Background: an optimization exercise with open tools, aiming at small area, a short achievable clock period and few clock cycles. Do not read the settings as production practice. Function was checked by simulation only, so behaviour that the tests miss may differ from the original.

--- flow/design.v ---
module ascon_hash (
    input  logic        clk,
    input  logic        rst,
    input  logic        in_valid,
    input  logic [15:0] in_data,
    input  logic [3:0]  in_kind,
    input  logic        in_last,
    output logic        in_credit,
    input  logic        out_credit,
    output logic        out_valid,
    output logic [15:0] out_data,
    output logic [3:0]  out_kind,
    output logic        out_last
);
    localparam int UNROLL = 2;
    localparam int NPH    = 12 / UNROLL;
    localparam int PH_W   = (NPH > 1) ? $clog2(NPH) : 1;
    localparam logic [319:0] HASH_IV =
        320'hee9398aadb67f03d8bb21831c60f1002b48a92db98d5da6243189921b8f8e3e8348fa5c9d525e140;
    localparam logic [319:0] XOF_IV =
        320'hb57e273b814cd4162b51042562ae242066a3a7768ddf22185aad0a7a8153650c4f3e0e32539493b6;
    localparam logic [1:0] P_IDLE = 2'd0, P_LEN0 = 2'd1, P_LEN1 = 2'd2, P_ABS = 2'd3;
    function automatic logic [63:0] ror(input logic [63:0] x, input int n);
        ror = (x >> n) | (x << (64 - n));
    endfunction
    function automatic logic [319:0] perm_round(input logic [319:0] s, input logic [7:0] rc);
        logic [63:0] x0, x1, x2, x3, x4;
        logic [63:0] t0, t1, t2, t3, t4;
        {x0, x1, x2, x3, x4} = s;
        x2 = x2 ^ {56'd0, rc};
        x0 = x0 ^ x4;
        x4 = x4 ^ x3;
        x2 = x2 ^ x1;
        t0 = ~x0 & x1;
        t1 = ~x1 & x2;
        t2 = ~x2 & x3;
        t3 = ~x3 & x4;
        t4 = ~x4 & x0;
        x0 = x0 ^ t1;
        x1 = x1 ^ t2;
        x2 = x2 ^ t3;
        x3 = x3 ^ t4;
        x4 = x4 ^ t0;
        x1 = x1 ^ x0;
        x0 = x0 ^ x4;
        x3 = x3 ^ x2;
        x2 = ~x2;
        x0 = x0 ^ ror(x0, 19) ^ ror(x0, 28);
        x1 = x1 ^ ror(x1, 61) ^ ror(x1, 39);
        x2 = x2 ^ ror(x2, 1) ^ ror(x2, 6);
        x3 = x3 ^ ror(x3, 10) ^ ror(x3, 17);
        x4 = x4 ^ ror(x4, 7) ^ ror(x4, 41);
        perm_round = {x0, x1, x2, x3, x4};
    endfunction
    logic [1:0]   pst;
    logic [1:0]   wcnt;           
    logic         job_started;    
    logic         jpend;          
    logic [63:0]  acc;            
    logic [2:0]   acc_cnt;        
    logic         blk_done;       
    logic         acc_last;       
    logic         xof_next;
    logic [31:4]  len_next;
    logic         len_next_lo;    
    logic [2:0]   abort_cnt;      
    logic [2:0]   owed;           
    logic [319:0] st;
    logic         eng_active;
    logic         eng_busy;       
    logic         eng_sq;         
    logic [PH_W-1:0] ph;
    logic [31:4]  remain;
    logic         remain_lo;
    logic         last_chunk;
    logic         len_zero;
    logic         new_job;        
    logic         acc_sel;        
    logic [63:0]  obuf;
    logic [2:0]   tn;             
    logic         tfin;
    logic         tabort;
    logic [6:0]   ocred;
    assign out_data = obuf[63:48];
    assign out_kind = {3'b010, tabort};
    logic k_conf, k_len, k_msg;
    logic take_conf, take_len, take_msg, abort_beat, kill;
    assign k_conf = (in_kind == 4'h1);
    assign k_len  = (in_kind == 4'h2);
    assign k_msg  = (in_kind == 4'h3);
    assign take_conf  = in_valid && pst == P_IDLE && k_conf;
    assign take_len   = in_valid && (pst == P_LEN0 || pst == P_LEN1) && k_len;
    assign take_msg   = in_valid && pst == P_ABS && k_msg && !(in_last && wcnt != 2'd3);
    assign abort_beat = in_valid && !take_conf && !take_len && !take_msg;
    assign kill       = abort_beat && pst == P_ABS && (job_started || new_job);
    logic tx_free, absorb_wait, decide_sq, sq_out, sq_cont, sq_end, abs_go, run;
    logic abort_emit;
    assign tx_free     = (tn == 3'd0) || (tn == 3'd1 && out_valid);
    assign absorb_wait = eng_active && !eng_busy && !eng_sq;
    assign decide_sq   = eng_active && !eng_busy && eng_sq;
    assign sq_out      = decide_sq && !len_zero && tx_free;
    assign sq_cont     = sq_out && !last_chunk;
    assign sq_end      = decide_sq && (len_zero || (tx_free && last_chunk));
    assign abs_go      = (absorb_wait || new_job) && blk_done;
    assign run         = eng_busy || abs_go || sq_cont;
    assign abort_emit  = !eng_active && abort_cnt != 3'd0 && tx_free;
    logic [319:0] rin;
    logic [319:0] iv;
    assign iv = xof_next ? XOF_IV : HASH_IV;
    always_comb begin
        rin = new_job ? iv : st;
        rin[319:256] = rin[319:256] ^ (acc & {64{acc_sel}});
    end
    logic [319:0] rout;
    logic [3:0]   rn;
    always_comb begin
        rout = rin;
        for (int r = 0; r < UNROLL; r++) begin
            rn = 4'(ph * UNROLL + r);
            rout = perm_round(rout, {4'hf - rn, rn});
        end
    end
    logic         eng_active_n, eng_busy_n, eng_sq_n;
    logic [31:4]  remain_n;
    logic         remain_lo_n;
    logic         last_chunk_n, len_zero_n;
    logic [2:0]   nwords;
    logic         jpend_n;
    logic [2:0]   abort_cnt_n;
    logic [2:0]   tn_n;
    logic         tfin_n;
    logic         ov_n;
    logic         tx_free_n, sq_end_n, new_job_n, acc_sel_n;
    assign nwords = !last_chunk ? 3'd4 : (remain[5:4] == 2'd0) ? 3'd4 : {1'b0, remain[5:4]};
    always_comb begin
        eng_active_n = eng_active;
        eng_busy_n   = eng_busy && (ph != PH_W'(NPH - 1));
        eng_sq_n     = eng_sq;
        remain_n     = remain;
        remain_lo_n  = remain_lo;
        if (sq_end) begin
            eng_active_n = 1'b0;
        end
        if (sq_cont) begin
            eng_busy_n = (NPH > 1);
            remain_n = remain - 28'd4;
        end
        if (new_job) begin
            eng_active_n = 1'b1;
            eng_sq_n = 1'b0;
            remain_n = xof_next ? len_next : 28'd16;
            remain_lo_n = xof_next ? len_next_lo : 1'b0;
        end
        if (abs_go) begin
            eng_busy_n = (NPH > 1);
            eng_sq_n = acc_last;
        end
        if (kill) begin
            eng_active_n = 1'b0;
            eng_busy_n = 1'b0;
        end
    end
    assign last_chunk_n = (remain_n[31:7] == '0) &&
                          (!remain_n[6] || (remain_n[5:4] == 2'd0 && !remain_lo_n));
    assign len_zero_n   = (remain_n == '0) && !remain_lo_n;
    assign jpend_n = (jpend && !new_job && !abort_beat) ||
                     (take_conf && !in_data[0]) || (take_len && pst == P_LEN1);
    assign abort_cnt_n = abort_cnt + 3'(abort_beat) - 3'(abort_emit);
    always_comb begin
        tn_n = tn - 3'(out_valid);
        tfin_n = tfin;
        if (sq_out) begin
            tn_n = nwords;
            tfin_n = last_chunk;
        end else if (abort_emit) begin
            tn_n = 3'd1;
            tfin_n = 1'b1;
        end
        ov_n = (tn_n != 3'd0) && (ocred != 7'd0);
    end
    assign tx_free_n = (tn_n == 3'd0) || (tn_n == 3'd1 && ov_n);
    assign sq_end_n  = eng_active_n && !eng_busy_n && eng_sq_n &&
                       (len_zero_n || (tx_free_n && last_chunk_n));
    assign new_job_n = (!eng_active_n || sq_end_n) && jpend_n && abort_cnt_n == 3'd0;
    assign acc_sel_n = new_job_n || (eng_active_n && !eng_busy_n && !eng_sq_n);
    always_ff @(posedge clk) begin
        if (run) begin
            st <= rout;
        end else begin
            st <= rin;
        end
        for (int w = 0; w < 4; w++) begin
            if (take_msg && wcnt == 2'(w)) begin
                acc[63 - 16 * w -: 16] <= in_data;
            end else if (!rst || acc_sel || abort_beat) begin
                acc[63 - 16 * w -: 16] <= 16'h0000;
            end
        end
        if (take_conf) begin
            xof_next <= in_data[0];
        end
        if (take_len) begin
            if (pst == P_LEN0) begin
                len_next[31:16] <= in_data;
            end else begin
                len_next[15:4] <= in_data[15:4];
                len_next_lo <= |in_data[3:0];
            end
        end
        remain <= remain_n;
        remain_lo <= remain_lo_n;
        last_chunk <= last_chunk_n;
        len_zero <= len_zero_n;
        if (sq_out) begin
            obuf <= st[319:256];
        end else if (abort_emit) begin
            obuf <= '0;
        end else if (out_valid) begin
            obuf <= {obuf[47:0], 16'h0000};
        end
        if (sq_out) begin
            tabort <= 1'b0;
        end else if (abort_emit) begin
            tabort <= 1'b1;
        end
        if (abs_go) begin
            acc_last <= 1'b0;
        end
        if (take_msg && wcnt == 2'd3) begin
            acc_last <= in_last;
        end
    end
    always_ff @(posedge clk) begin
        if (!rst) begin
            pst <= P_IDLE;
            wcnt <= 2'd0;
            job_started <= 1'b0;
            jpend <= 1'b0;
            acc_cnt <= 3'd0;
            blk_done <= 1'b0;
            abort_cnt <= 3'd0;
            owed <= 3'd0;
            in_credit <= 1'b0;
            eng_active <= 1'b0;
            eng_busy <= 1'b0;
            eng_sq <= 1'b0;
            ph <= '0;
            new_job <= 1'b0;
            acc_sel <= 1'b0;
            tn <= 3'd0;
            tfin <= 1'b0;
            out_valid <= 1'b0;
            out_last <= 1'b0;
            ocred <= 7'd0;
        end else begin
            if (take_conf) begin
                pst <= in_data[0] ? P_LEN0 : P_ABS;
                wcnt <= 2'd0;
                job_started <= 1'b0;
            end
            if (take_len) begin
                pst <= (pst == P_LEN0) ? P_LEN1 : P_ABS;
            end
            if (take_msg) begin
                wcnt <= wcnt + 2'd1;
                if (wcnt == 2'd3 && in_last) begin
                    pst <= P_IDLE;
                end
            end
            if (abort_beat) begin
                pst <= P_IDLE;
                wcnt <= 2'd0;
            end
            if (new_job) begin
                job_started <= 1'b1;
            end
            jpend <= jpend_n;
            if (abs_go || abort_beat) begin
                blk_done <= 1'b0;
            end
            if (take_msg && wcnt == 2'd3) begin
                blk_done <= 1'b1;
            end
            if (acc_sel || abort_beat) begin
                acc_cnt <= 3'(take_msg);
            end else begin
                acc_cnt <= acc_cnt + 3'(take_msg);
            end
            abort_cnt <= abort_cnt_n;
            owed <= owed - 3'(owed != 3'd0) + 3'(take_conf || take_len)
                    + ((acc_sel || abort_beat) ? acc_cnt : 3'd0)
                    + 3'(abort_emit);
            in_credit <= (owed != 3'd0);
            eng_active <= eng_active_n;
            eng_busy <= eng_busy_n;
            eng_sq <= eng_sq_n;
            ph <= eng_busy_n ? ph + 1'b1 : '0;
            new_job <= new_job_n;
            acc_sel <= acc_sel_n;
            tn <= tn_n;
            tfin <= tfin_n;
            out_valid <= ov_n;
            out_last <= ov_n && tfin_n && tn_n == 3'd1;
            ocred <= ocred + 7'(out_credit) - 7'(ov_n);
        end
    end
endmodule
--- flow/run.sh ---
#!/bin/bash
# synth_recipe.tcl (not shown) runs the flow's synth.tcl, then flattens the netlist and writes it again
# the make line also repeats each setting of config.mk as NAME=value (left out here)
make -C /OpenROAD-flow-scripts/flow DESIGN_CONFIG=/design/flow/config.mk WORK_HOME=/design/flow/orfs CLKGATE_MAP_FILE= SYNTH_SCRIPT=/design/flow/synth_recipe.tcl finish
--- flow/config.mk ---
export PLATFORM = sky130hd
export DESIGN_NAME = ascon_hash
export DESIGN_NICKNAME = ascon_hash
export VERILOG_FILES = /design/flow/design.v
export SDC_FILE = /design/flow/constraint.sdc
export NUM_CORES = 4
export LEC_CHECK = 0
export CAP_MARGIN = 20
export CORE_MARGIN = 2
export CORE_UTILIZATION = 40
export SLEW_MARGIN = 20
--- flow/constraint.sdc ---
create_clock -name core_clock -period 10.0 [get_ports {clk}]
set_input_delay 2.0000 -clock core_clock [delete_from_list [all_inputs] [get_ports {clk}]]
set_output_delay 2.0000 -clock core_clock [all_outputs]
set_load 0.01 [all_outputs]
==> summary.md, run 1 <==
| Metric | Value |
|---|---|
| Finished Cell Area | 63100 um^2 |
| Launch instance of the worst min-delay path | tfin |
| Required @ worst endpoint | 10.57 ns |
| Timing-limited maximum frequency | 127 MHz |
| Yosys warning total | 1 |
| Initial antenna violation count | 38 |
| Proportion of register bits with asynchronous set or reset after synthesis | 0 |
| Global-route congestion overflow total | 0 |
| Cell variety after synth | 105 |
| Headroom to the max-slew limit | 0.0632 |
| Netlist Area Pre-Place | 56200 um^2 |
| Clock tree from TritonCTS | built |
| Highest-count cells in the layout ignoring fill and taps | sky130_fd_sc_hd__xnor2_1 (1295), sky130_fd_sc_hd__xor2_1 (447), sky130_fd_sc_hd__dfxtp_1 (388) |
| Library cell used as clock root buffer | sky130_fd_sc_hd__clkbuf_16 |
| End of the worst register-to-register path | st[69] |
| Latest clock arrival within the worst-skew pair | 0.74 ns |
| Placed cell area | 60600 um^2 |
| H-tree levels | 3 |
| Startpoint of the worst-slack reg-to-reg timing path | new_job |
| Final worst hold slack | 0.463 ns |
| # DRC | 0 |
| Average via count per standard cell | 5.93 |
| Hold Path Depth | 2 |
| Number of endpoints failing setup at the final stage | 0 |
| Commonest non-fill, non-tap cell in the layout | sky130_fd_sc_hd__xnor2_1 |
| Minimum clock period | 7.89 ns |
| Outcome | no timing/DRC/antenna violations |
| Count of buffers added by post-CTS timing repair for setup | 0 |
| Global-route usage over all layers | 0.462 |
| CTS Buffer Depth | 3 |
| Critical Path Fanout Max | 24 |
| Post-CTS sizing | 0 |
| Number of global-route vias before repair | 42.4k |
| Area Growth Syn to Fin | 12.3% |
| Antenna Violating Nets Remaining | 0 |
| Hold violation total from the final report | 0 |
| Hold EP | tfin |
| Max capacitance violation total | 0 |
| Hold buffer count at cts | 0 |
| Predominant post-synthesis flop cell | sky130_fd_sc_hd__dfxtp_1 |
| Top-level I/O count | 48 |
| Startpoint class of the critical path | flip-flop |
| Vias after detailed routing | 46.4k |
| First-pass GRT wire length | 426 mm |
| Count of nets after finishing | 6190 |
| Avg Synthesized Cell Area | 9.81 um^2 |
| Core Footprint | 140000 um^2 |
| Effective utilization at floorplan | 0.403 |
| Total count of max-transition violations in the final report | 0 |
| Clock sink count | 549 |
| Setup tns final | 0 ns |
| Sequential element share of the synthesized area | 0.224 |
| Layout cell share with drive strength beyond 1 | 0.122 |
| Setup repair after global routing missed its margin | no |
| Width of the die | 379 um |
| Critical Path End Type | flip-flop |
| GPL Wtd Cong | 1.14 |
| Post-detail-place hpwl | 284 mm |
| Critical setup path kind | reg -> reg |
| Cell Rows | 137 |
| Number of buffer cells added on primary ports | 44 |
| Detailed Route Iter0 Violations | 6790 |
| Arrival time at the worst endpoint | 8.46 ns |
| Fin crit share | 0.789 |
| Number of storage elements in the synthesis netlist | 549 |
| Total die area | 143000 um^2 |
| Clock-pin slew on the worst setup and hold paths | 0.06 ns |
| Post-route clock skew | 0.0578 ns |
| Routed WL per cell | 43.0 um |
| Worst hold-check path type | reg -> reg |
| Transition time at the pin with the least slew margin | 1.40 ns |
| Number of buffers added by the clock tree synthesis step | 73 |
| Maximum number of pins on one net before global-route repair | 113 |
| Worst Reg2Reg Path Length in Cells | 16 |
| Number of cells produced by synthesis | 5728 |
| Final routed wirelength across all metal layers | 336 mm |
| Count of TritonRoute iterations in the first routing pass | 8 |
| Number of enable flip-flop cells after synthesis | 159 |
| Floorplan die height | 379 um |
-- stage by stage --
| step | util | setup slack, ns | instances |
|---|---|---|---|
| 2_1_floorplan | - | 4.44 | 5729 |
| 3_3_place_gp | 0.432 | 2.12 | 7670 |
| 3_5_place_dp | 0.434 | 2.84 | 7676 |
| 4_1_cts | 0.452 | 2.81 | 7808 |
| 5_1_grt | 0.452 | 2.48 | 7811 |
| 6_report | 0.452 | 2.11 | 7820 |
-- area by class of cell --
type                            instances  area (um^2)
Antenna cell                           12         30.0
Sequential cell                       549        12600
Clock buffer                          102         2040
Fill cell                           13500        76400
Clock inverter                         30          423
Multi-Input combinational cell       4739        42400
Timing Repair Buffer                  290         2400
Inverter                              222          838
Tap cell                             1876         2350
-- critical path, stage by stage, from the launching register on --
cell	delay [ns]
sky130_fd_sc_hd__dfxtp_4	0.70
sky130_fd_sc_hd__nor2b_4	0.90
sky130_fd_sc_hd__buf_4	0.49
sky130_fd_sc_hd__a21o_1	0.15
sky130_fd_sc_hd__inv_1	0.06
sky130_fd_sc_hd__ha_1	0.20
sky130_fd_sc_hd__xor2_1	1.03
sky130_fd_sc_hd__xnor2_2	0.33
sky130_fd_sc_hd__xnor2_1	0.77
sky130_fd_sc_hd__xnor2_1	0.29
sky130_fd_sc_hd__ha_1	0.30
sky130_fd_sc_hd__xnor2_1	0.14
sky130_fd_sc_hd__buf_4	0.17
sky130_fd_sc_hd__xor2_1	0.93
sky130_fd_sc_hd__xnor2_1	0.23
sky130_fd_sc_hd__xnor2_1	0.82
sky130_fd_sc_hd__mux2i_1	0.16
-- synthesized netlist by cell type (112+ instances only) --
library cell / n / area [um^2]
sky130_fd_sc_hd__o21ai_0: 166 / 831
sky130_fd_sc_hd__xnor3_1: 179 / 4030
sky130_fd_sc_hd__xor2_1: 463 / 4060
sky130_fd_sc_hd__xnor2_1: 1394 / 12200
sky130_fd_sc_hd__nand2_1: 329 / 1230
sky130_fd_sc_hd__ha_1: 286 / 3580
sky130_fd_sc_hd__inv_1: 215 / 807
sky130_fd_sc_hd__mux2i_1: 219 / 2190
sky130_fd_sc_hd__edfxtp_1: 159 / 4770
sky130_fd_sc_hd__nor2b_1: 127 / 795
sky130_fd_sc_hd__a21oi_1: 229 / 1150
sky130_fd_sc_hd__dfxtp_1: 390 / 7810
sky130_fd_sc_hd__xnor2_2: 112 / 1820
sky130_fd_sc_hd__nor2_1: 301 / 1130
-- registers in the layout, indices dropped and copies added (netlist names), 2 cells and up --
register	cells
st	320
obuf	64
len_next	28
wcnt	2
remain	28
ocred	7
owed	3
tn	3
abort_cnt	3
acc_cnt	3
ph	3
acc	64
pst	2
-- logic make-up (layout without fill, tap and decap cells) --
kind of cell	Yosys count	count (layout)	synth area share
flip-flops	549	549	0.224
buffers and inverters	441	644	0.0378
other	2	15	0.000134
AO/OA/AOI/OAI	689	689	0.0759
adder cells (fa/ha/maj)	389	389	0.0830
XOR/XNOR	2241	2241	0.432
AND/OR/NAND/NOR	1173	1173	0.103
multiplexers	244	244	0.0443
-- worst max path at each step --
stage	from	to	slack, ns
5_1_grt	new_job	st[69]	2.48
3_5_place_dp	new_job	st[69]	2.84
2_1_floorplan	new_job	st[311]	4.44
3_3_place_gp	new_job	st[98]	2.12
4_1_cts	new_job	st[69]	2.81
6_report	new_job	st[69]	2.11
-- per-layer routing --
metal  wire, um  track usage  up-vias
met2     131000        0.630     2904
met5        103            0        -
li1           -            -    19500
met3      36700        0.124      774
met4      33500        0.381       16
met1     135000        0.605    23200
Testbench counts, summed over its fixed seeds: cycles 6,908.
==> inputs of run 2 (changes only) <==
==> flow/flow/run.sh (new file) <==
#!/bin/bash
# The standard layout, with timing repair asked to leave extra setup slack
# at the design's own clock period and constraints.
set -euo pipefail
bash standard.sh SETUP_SLACK_MARGIN=6.5 finish > standard_flow.log 2>&1
==> flow/standard.sh (new file) <==
#!/bin/bash
# synth_recipe.tcl (not shown) runs the flow's synth.tcl, then flattens the netlist and writes it again
# the make line also repeats each setting of config.mk as NAME=value (left out here)
make -C /OpenROAD-flow-scripts/flow DESIGN_CONFIG=/design/flow/config.mk WORK_HOME=/design/flow/orfs CLKGATE_MAP_FILE= SYNTH_SCRIPT=/design/flow/synth_recipe.tcl "${@:-finish}"
--- a/flow/config.mk
+++ b/flow/config.mk
@@ -8,4 +8,4 @@
 export CAP_MARGIN = 20
 export CORE_MARGIN = 2
-export CORE_UTILIZATION = 40
+export CORE_UTILIZATION = 55
 export SLEW_MARGIN = 20
removed: flow/run.sh
==> run 2 against run 1 <==
The run now fails in 4_1_cts. Synthesized cell count is the same. Synthesized area did not move.
==> summary.md, run 2 <==
| Metric | Value |
|---|---|
| Library cell used as clock root buffer | sky130_fd_sc_hd__clkbuf_16 |
| Hold buffer count at cts | 0 (unchanged) |
| Yosys warning total | 1 (unchanged) |
| Number of enable flip-flop cells after synthesis | 159 (unchanged) |
| H-tree levels | 3 (unchanged) |
| Clock sink count | 549 (unchanged) |
| Avg Synthesized Cell Area | 9.81 um^2 (unchanged) |
| Proportion of register bits with asynchronous set or reset after synthesis | 0 (unchanged) |
| Number of storage elements in the synthesis netlist | 549 (unchanged) |
| Post-detail-place hpwl | 250 mm (-12%) |
| Width of the die | 324 um (-15%) |
| Predominant post-synthesis flop cell | sky130_fd_sc_hd__dfxtp_1 |
| Floorplan die height | 324 um (-15%) |
| CTS Buffer Depth | 3 (unchanged) |
| Number of buffer cells added on primary ports | 44 (unchanged) |
| Cell variety after synth | 105 (unchanged) |
| Top-level I/O count | 48 (unchanged) |
| Synth area leaders | sky130_fd_sc_hd__xnor2_1 (22%), sky130_fd_sc_hd__dfxtp_1 (14%), sky130_fd_sc_hd__edfxtp_1 (8.5%), sky130_fd_sc_hd__xor2_1 (7.2%), sky130_fd_sc_hd__xnor3_1 (7.2%) |
| Netlist Area Pre-Place | 56200 um^2 (unchanged) |
| Sequential element share of the synthesized area | 0.224 (unchanged) |
| Number of buffers added by the clock tree synthesis step | 72 (-1.4%) |
| Count of buffers added by post-CTS timing repair for setup | 1450 (+1450) |
| Cell types with the highest counts after synthesis | sky130_fd_sc_hd__xnor2_1 (1394), sky130_fd_sc_hd__xor2_1 (463), sky130_fd_sc_hd__dfxtp_1 (390), sky130_fd_sc_hd__nand2_1 (329), sky130_fd_sc_hd__nor2_1 (301) |
| Number of cells produced by synthesis | 5728 (unchanged) |
| Outcome | aborted with a tool error |
| Effective utilization at floorplan | 0.553 (+0.150) |
| Top cell type's share of synthesized area | 0.217 (unchanged) |
| GPL Wtd Cong | 1.25 (+9.7%) |
| Yosys top cell by area | sky130_fd_sc_hd__xnor2_1 |
| Cell Rows | 117 (-15%) |
| Worst setup slack after placement | 3.01 ns (+0.177 ns) |
| Post-CTS sizing | 3033 (+3033) |
| Cell with the most instances after synthesis | sky130_fd_sc_hd__xnor2_1 |
| Stop stage | 4_1_cts |
| Tool error | [ERROR DPL-0038] Utilization greater than 100%, impossible to legalize |
==> run 2: cell counts after synthesis <==
No cell type changed its count.
==> run 2: stage by stage <==
stage / cell area (um^2) / std cells
3_3_place_gp: 63800 / 7032
2_1_floorplan: 62100 / 5729
3_5_place_dp: 64000 / 7033
==> run 2: how the worst max path moves through the flow <==
| stage | slack (ns) | start | end | cells past startpoint |
|---|---|---|---|---|
| floorplan | 5.26 | in_kind[2] | owed[2] | 17 |
| global placement | 2.36 | new_job | st[214] | 14 |
| detailed placement | 3.01 | new_job | st[278] | 15 |
==> run 2: cell families after synthesis <==
kind of cell | after synthesis | share of synthesized area
compound gates | 689 | 0.0759
xor+xnor | 2241 | 0.432
fa+ha+maj | 389 | 0.0830
buf+inv | 441 | 0.0378
flops | 549 | 0.224
mux | 244 | 0.0443
other cells | 2 | 0.000134
simple gates | 1173 | 0.103

re-timing with driven ports:
Ports are ideal in the flow. The routed layout listed here was re-timed in OpenROAD. Step 1: set_driving_cell puts a clkbuf_16 on clk and a buf_2 on each other input, an assumption about the parent block. Step 2, shift: input delay + t, output delay - t, t = (earliest + latest rising clock arrival at the registers) / 2. This alone moves slack from input paths to output paths. a / b / c = no drivers / after step 1 / after step 2; a / b = the first two.
run: run 1
shift t [ns]: 0.803
slack for setup (ns): 2.115 / 2.115 / 2.115
cell pins on the clock port's net: 1
After both steps run 1 still meets setup and hold. The setup slack of run 1 moves by 0.000 ns with the drivers and by 0.000 ns with both steps.
